This design comes from an exercise in tuning for a short achievable clock period and few clock cycles per item on the open sky130 flow, not from production work.
Where RTL was checked, it was by simulation tests only, not by an equivalence proof against the original.

==> run a: inputs <==
==> flow/design.v (excerpt) <==
module niuCpu (
    input  logic                      clk,
    input  logic                      reset,
    output logic [32-1:0] fetchAddr,
    output logic                      fetchStrobe,
    input  logic [32-1:0] fetchData,
    output logic [32-1:0] dataAddr,
    output logic [32-1:0] dataWdata,
    output logic                      dataWrite,
    input  logic [32-1:0] dataRdata,
    output logic                      halted
);
    localparam int W = 32;
    logic [W-1:0] nextT;        
    logic [W-1:0] nextN;        
    logic         bEq, bNe, bLt, bLe;   
    logic [7:0]   gEq, gLt;     
    logic         fdLive;       
    logic         fdReplay;     
    logic         halting;
    logic         exValid;
    logic         exIsLw, exIsSw, exIsMul;
    logic         exWrE;        
    logic         exWrM;        
    logic [4:0]   exDest;
    logic [W-1:0] opA, opB, stData;
    logic [W-1:0] mulA, mulB;   
    logic [159:0] mulRows;      
    logic [W-1:0] exPc4;
    logic         exSub;
    logic         sAdd, sNot, sAnd, sOr, sXor, sSll, sSrl, sSra, sPc4;
    logic         sEq, sNe, sLt, sLe;
    logic         mStore, mLoad, mMul;
    logic [4:0]   mDest;
    logic [W-1:0] memAddr, memWdata;
    logic [W-1:0] regs [32];
    logic [W-1:0] sum, exResult, shl, shr, sra;
    logic         eq, lt, big, cmpRes;
    assign sum = opA + (opB ^ {W{exSub}}) + {{(W-1){1'b0}}, exSub};
    assign eq  = &gEq;
    assign lt  = gLt[7] | (gEq[7] & (gLt[6] | (gEq[6] & (gLt[5] | (gEq[5] & (gLt[4]
               | (gEq[4] & (gLt[3] | (gEq[3] & (gLt[2] | (gEq[2] & (gLt[1]
               | (gEq[1] & gLt[0])))))))))))));
    assign big = |opB[W-1:5];
    assign shl = big ? '0 : (opA << opB[4:0]);
  ...
Settings: LEC_CHECK=0, CAP_MARGIN=20, CORE_MARGIN=2, CORE_UTILIZATION=25, SLEW_MARGIN=20; clock period 14.0 ns.
standard.sh (not shown) runs the stock make flow with config.mk's settings and CLKGATE_MAP_FILE= SYNTH_SCRIPT=/design/flow/synth_recipe.tcl, a recipe that flattens the netlist after the stock synthesis.
==> flow/flow/run.sh <==
#!/bin/bash
# Standard ORFS layout, with synthesis and timing repair aimed well below
# the clock period (the constraints themselves are unchanged).
set -euo pipefail
bash standard.sh SETUP_SLACK_MARGIN=10.0 ABC_CLOCK_PERIOD_IN_PS=3000 finish > standard_flow.log 2>&1
==> run b (differences from run a) <==
--- a/flow/design.v
+++ b/flow/design.v
@@ -208,15 +208,15 @@
     output logic                      dataWrite,
     input  logic [32-1:0] dataRdata,
     output logic                      halted
 );
     localparam int W = 32;
     logic [W-1:0] nextT;        
     logic [W-1:0] nextN;        
-    logic         bEq, bNe, bLt, bLe;   
+    logic [3:0]   brEq, brLt;   
     logic [7:0]   gEq, gLt;     
     logic         fdLive;       
     logic         fdReplay;     
     logic         halting;
     logic         exValid;
     logic         exIsLw, exIsSw, exIsMul;
     logic         exWrE;        
@@ -232,18 +232,28 @@
     logic         mStore, mLoad, mMul;
     logic [4:0]   mDest;
     logic [W-1:0] memAddr, memWdata;
     logic [W-1:0] regs [32];
     logic [W-1:0] sum, exResult, shl, shr, sra;
     logic         eq, lt, big, cmpRes;
     assign sum = opA + (opB ^ {W{exSub}}) + {{(W-1){1'b0}}, exSub};
-    assign eq  = &gEq;
-    assign lt  = gLt[7] | (gEq[7] & (gLt[6] | (gEq[6] & (gLt[5] | (gEq[5] & (gLt[4]
-               | (gEq[4] & (gLt[3] | (gEq[3] & (gLt[2] | (gEq[2] & (gLt[1]
-               | (gEq[1] & gLt[0])))))))))))));
+    logic [3:0] l1Lt, l1Eq;
+    logic [1:0] l2Lt, l2Eq;
+    always_comb begin
+        for (int i = 0; i < 4; i++) begin
+            l1Lt[i] = gLt[2*i+1] | (gEq[2*i+1] & gLt[2*i]);
+            l1Eq[i] = gEq[2*i+1] & gEq[2*i];
+        end
+        for (int i = 0; i < 2; i++) begin
+            l2Lt[i] = l1Lt[2*i+1] | (l1Eq[2*i+1] & l1Lt[2*i]);
+            l2Eq[i] = l1Eq[2*i+1] & l1Eq[2*i];
+        end
+    end
+    assign lt = l2Lt[1] | (l2Eq[1] & l2Lt[0]);
+    assign eq = l2Eq[1] & l2Eq[0];
     assign big = |opB[W-1:5];
     assign shl = big ? '0 : (opA << opB[4:0]);
     assign shr = big ? '0 : (opA >> opB[4:0]);
     assign sra = big ? {W{opA[W-1]}} : W'($signed(opA) >>> opB[4:0]);
     assign cmpRes = (sEq & eq) | (sNe & ~eq) | (sLt & lt) | (sLe & (lt | eq));
     assign exResult = ({W{sAdd}} & sum)
                     | ({W{sNot}} & ~opA)
@@ -313,53 +323,73 @@
         else                           aFwd = aRf;
         if (exWen && exDest == ry)     bFwd = exResult;
         else if (mLoad && mDest == ry) bFwd = dataRdata;
         else                           bFwd = bRf;
     end
     logic         taken, jalSame;
     logic [W-1:0] pc;
-    assign taken   = (bEq & eq) | (bNe & ~eq) | (bLt & lt) | (bLe & (lt | eq));
+    logic [1:0]   t1Lt, t1Eq;
+    always_comb begin
+        for (int i = 0; i < 2; i++) begin
+            t1Lt[i] = brLt[2*i+1] | (brEq[2*i+1] & brLt[2*i]);
+            t1Eq[i] = brEq[2*i+1] & brEq[2*i];
+        end
+    end
+    assign taken   = t1Lt[1] | (t1Eq[1] & t1Lt[0]);
     assign pc      = taken ? nextT : nextN;
     assign jalSame = (rx == ry);
     assign pc4      = pc + W'(4);
     assign brTarget = pc + ({immExt[W-3:0], 2'b00} + W'(4));
+    logic [7:0] gEqD, gLtD, brLt8;
+    logic [3:0] brLtD, brEqD;
+    always_comb begin
+        for (int g = 0; g < 8; g++) begin
+            gEqD[g] = (aFwd[4*g +: 4] == bFwd[4*g +: 4]);
+            gLtD[g] = (aFwd[4*g +: 4] < bFwd[4*g +: 4]);
+        end
+        gLtD[7] = ($signed(aFwd[31:28]) < $signed(bFwd[31:28]));
+        for (int g = 0; g < 8; g++) begin
+            brLt8[g] = fdGo & isBr & (
+                         ((op[1:0] == 2'd0) & (g == 0) & gEqD[g])
+                       | ((op[1:0] == 2'd1) & ~gEqD[g])
+                       | ((op[1:0] == 2'd2) & gLtD[g])
+                       | ((op[1:0] == 2'd3) & (gLtD[g] | ((g == 0) & gEqD[g]))));
+        end
+        for (int i = 0; i < 4; i++) begin
+            brLtD[i] = brLt8[2*i+1] | (gEqD[2*i+1] & brLt8[2*i]);
+            brEqD[i] = gEqD[2*i+1] & gEqD[2*i];
+        end
+    end
     logic hz, fdAct, fdGo, stallNow, haltNow;
     assign hz = (exValid & exWrM & ((usesA & (rx == exDest)) | (usesB & (ry == exDest))))
               | (mMul & ((usesA & (rx == mDest)) | (usesB & (ry == mDest))));
     assign fdAct    = fdLive | fdReplay;
     assign fdGo     = fdAct & ~hz & ~isUndef;
     assign stallNow = fdAct & hz & ~isUndef;
     assign haltNow  = fdLive & isUndef;
     assign fetchAddr   = pc;
     assign fetchStrobe = fdLive;
     always_ff @(posedge clk or posedge reset) begin
         if (reset) begin
             nextN    <= 32'h0;
-            bEq      <= 1'b0;
-            bNe      <= 1'b0;
-            bLt      <= 1'b0;
-            bLe      <= 1'b0;
+            nextT    <= 32'h0;   
             fdLive   <= 1'b0;
             fdReplay <= 1'b0;
             halting  <= 1'b0;
             halted   <= 1'b0;
             exValid  <= 1'b0;
             mStore   <= 1'b0;
             mLoad    <= 1'b0;
             mMul     <= 1'b0;
         end else begin
             halted  <= halting;
             mStore  <= exValid & exIsSw;
             mLoad   <= exValid & exIsLw;
             mMul    <= exValid & exIsMul;
             exValid <= fdGo;
-            bEq     <= fdGo & isBr & (op[1:0] == 2'd0);
-            bNe     <= fdGo & isBr & (op[1:0] == 2'd1);
-            bLt     <= fdGo & isBr & (op[1:0] == 2'd2);
-            bLe     <= fdGo & isBr & (op[1:0] == 2'd3);
             nextT   <= brTarget;
             if (fdGo) begin
                 nextN    <= (isJal && !jalSame) ? aFwd : pc4;
                 fdLive   <= 1'b1;
                 fdReplay <= 1'b0;
             end else if (stallNow) begin
                 nextN    <= pc;
@@ -404,19 +434,18 @@
         sPc4      <= isJal;
         mDest     <= exDest;
         memAddr   <= sum;
         memWdata  <= stData;
         mulRows   <= mulRowsD;
     end
     always_ff @(posedge clk) begin
-        for (int g = 0; g < 8; g++) begin
-            gEq[g] <= (aFwd[4*g +: 4] == bFwd[4*g +: 4]);
-            gLt[g] <= (aFwd[4*g +: 4] < bFwd[4*g +: 4]);
-        end
-        gLt[7] <= ($signed(aFwd[31:28]) < $signed(bFwd[31:28]));
+        gEq  <= gEqD;
+        gLt  <= gLtD;
+        brEq <= brEqD;
+        brLt <= brLtD;
         if (isMul) begin
             mulA <= aFwd;
             mulB <= isAluR ? bFwd : immExt;
         end
     end
     always_ff @(posedge clk or posedge reset) begin
         if (reset) begin
==> flow/flow/run.sh (replaced) <==
#!/bin/bash
# Standard ORFS layout, with synthesis and timing repair aimed well below
# the clock period (the constraints themselves are unchanged). The repair
# after global routing is skipped: its extra buffers overfill some routing
# cells.
set -euo pipefail
bash standard.sh SETUP_SLACK_MARGIN=10.0 ABC_CLOCK_PERIOD_IN_PS=3000 SKIP_INCREMENTAL_REPAIR=1 finish > standard_flow.log 2>&1
==> impl_metrics.csv <==
group,metric,value,unit
status,status,"stopped before the end",
status,lastStage,"global routing",
status,error,"[ERROR GRT-0232] Routing congestion too high. Check the congestion heatmap in the GUI.",
clocking,cts_buffers,175,
synth,synth_top_area_share,27.2,%
global_route,grt_use_total,32.4,%
synth,synth_common_cells,"nand2_1, o21ai_0, dfrtp_1, nor2_1, clkbuf_1",
die,start_util,25.1,%
synth,synthArstFlopShare,71.8,%
synth,synth_fp_nets,12210,
synth,synthXorXnorAreaFrac,2.18,%
place,placedCellCount,16183,
synth,synth_area_per_cell,8.58,um2
synth,synth-simple-area-share,15.0,%
clocking,cts.sinks,1487,
synth,netlist_area,0.0983,mm2
place,place_hpwl,370,mm
synth,yosys.cell_types.count,103,
global_route,met1_usage,34.8,%
synth,ys_seq_area_share,36.7,%
the above is filed under run a

==> impl_metrics.csv <==
group,metric,value,unit
synth,synthArstFlopShare,73.6,%
global_route,grt_use_total,31.6,%
place,placedCellCount,16513,
synth,synth_fp_nets,12512,
synth,ys_seq_area_share,35.6,%
global_route,met1_usage,36.1,%
clocking,cts.sinks,1490,
synth,synth_common_cells,"nand2_1, o21ai_0, dfrtp_1, clkbuf_1, nor2_1",
synth,synthXorXnorAreaFrac,1.93,%
synth,synth_area_per_cell,8.59,um2
synth,netlist_area,0.101,mm2
synth,yosys.cell_types.count,95,
status,status,"complete, no violations",
the above is filed under run b

Testbench counts of run b, summed over its fixed seeds: cycles 12,627, instructions 12,464.
The RTL of run a was laid out without a check of its function.

==> port drivers added, routing unchanged <==
How much do the figures lean on ideal ports? The routed layout below was timed once more, with nothing changed but the port constraints. Step 1, drivers: a clkbuf_16 drives clk and a buf_2 each remaining input, both assumed. Step 2 times the ports against the registers' clock, not the clock port: input delays grow and output delays shrink by t, the midpoint of the rising clock arrivals with the driver on. a / b / c = no drivers / after step 1 / after step 2; a / b = the first two.
run: run b
t, ns: 1.029
setup WS [ns]: 8.146 / 8.165 / 7.158
worst setup path after step 2: input to register
worst register clock-pin slew, ns: 0.08 / 0.08
pins driven straight from the clock port: 1
After both steps run b still meets setup and hold. For run b, drivers alone change the setup slack by +0.019 ns; drivers and shift together by -0.988 ns.
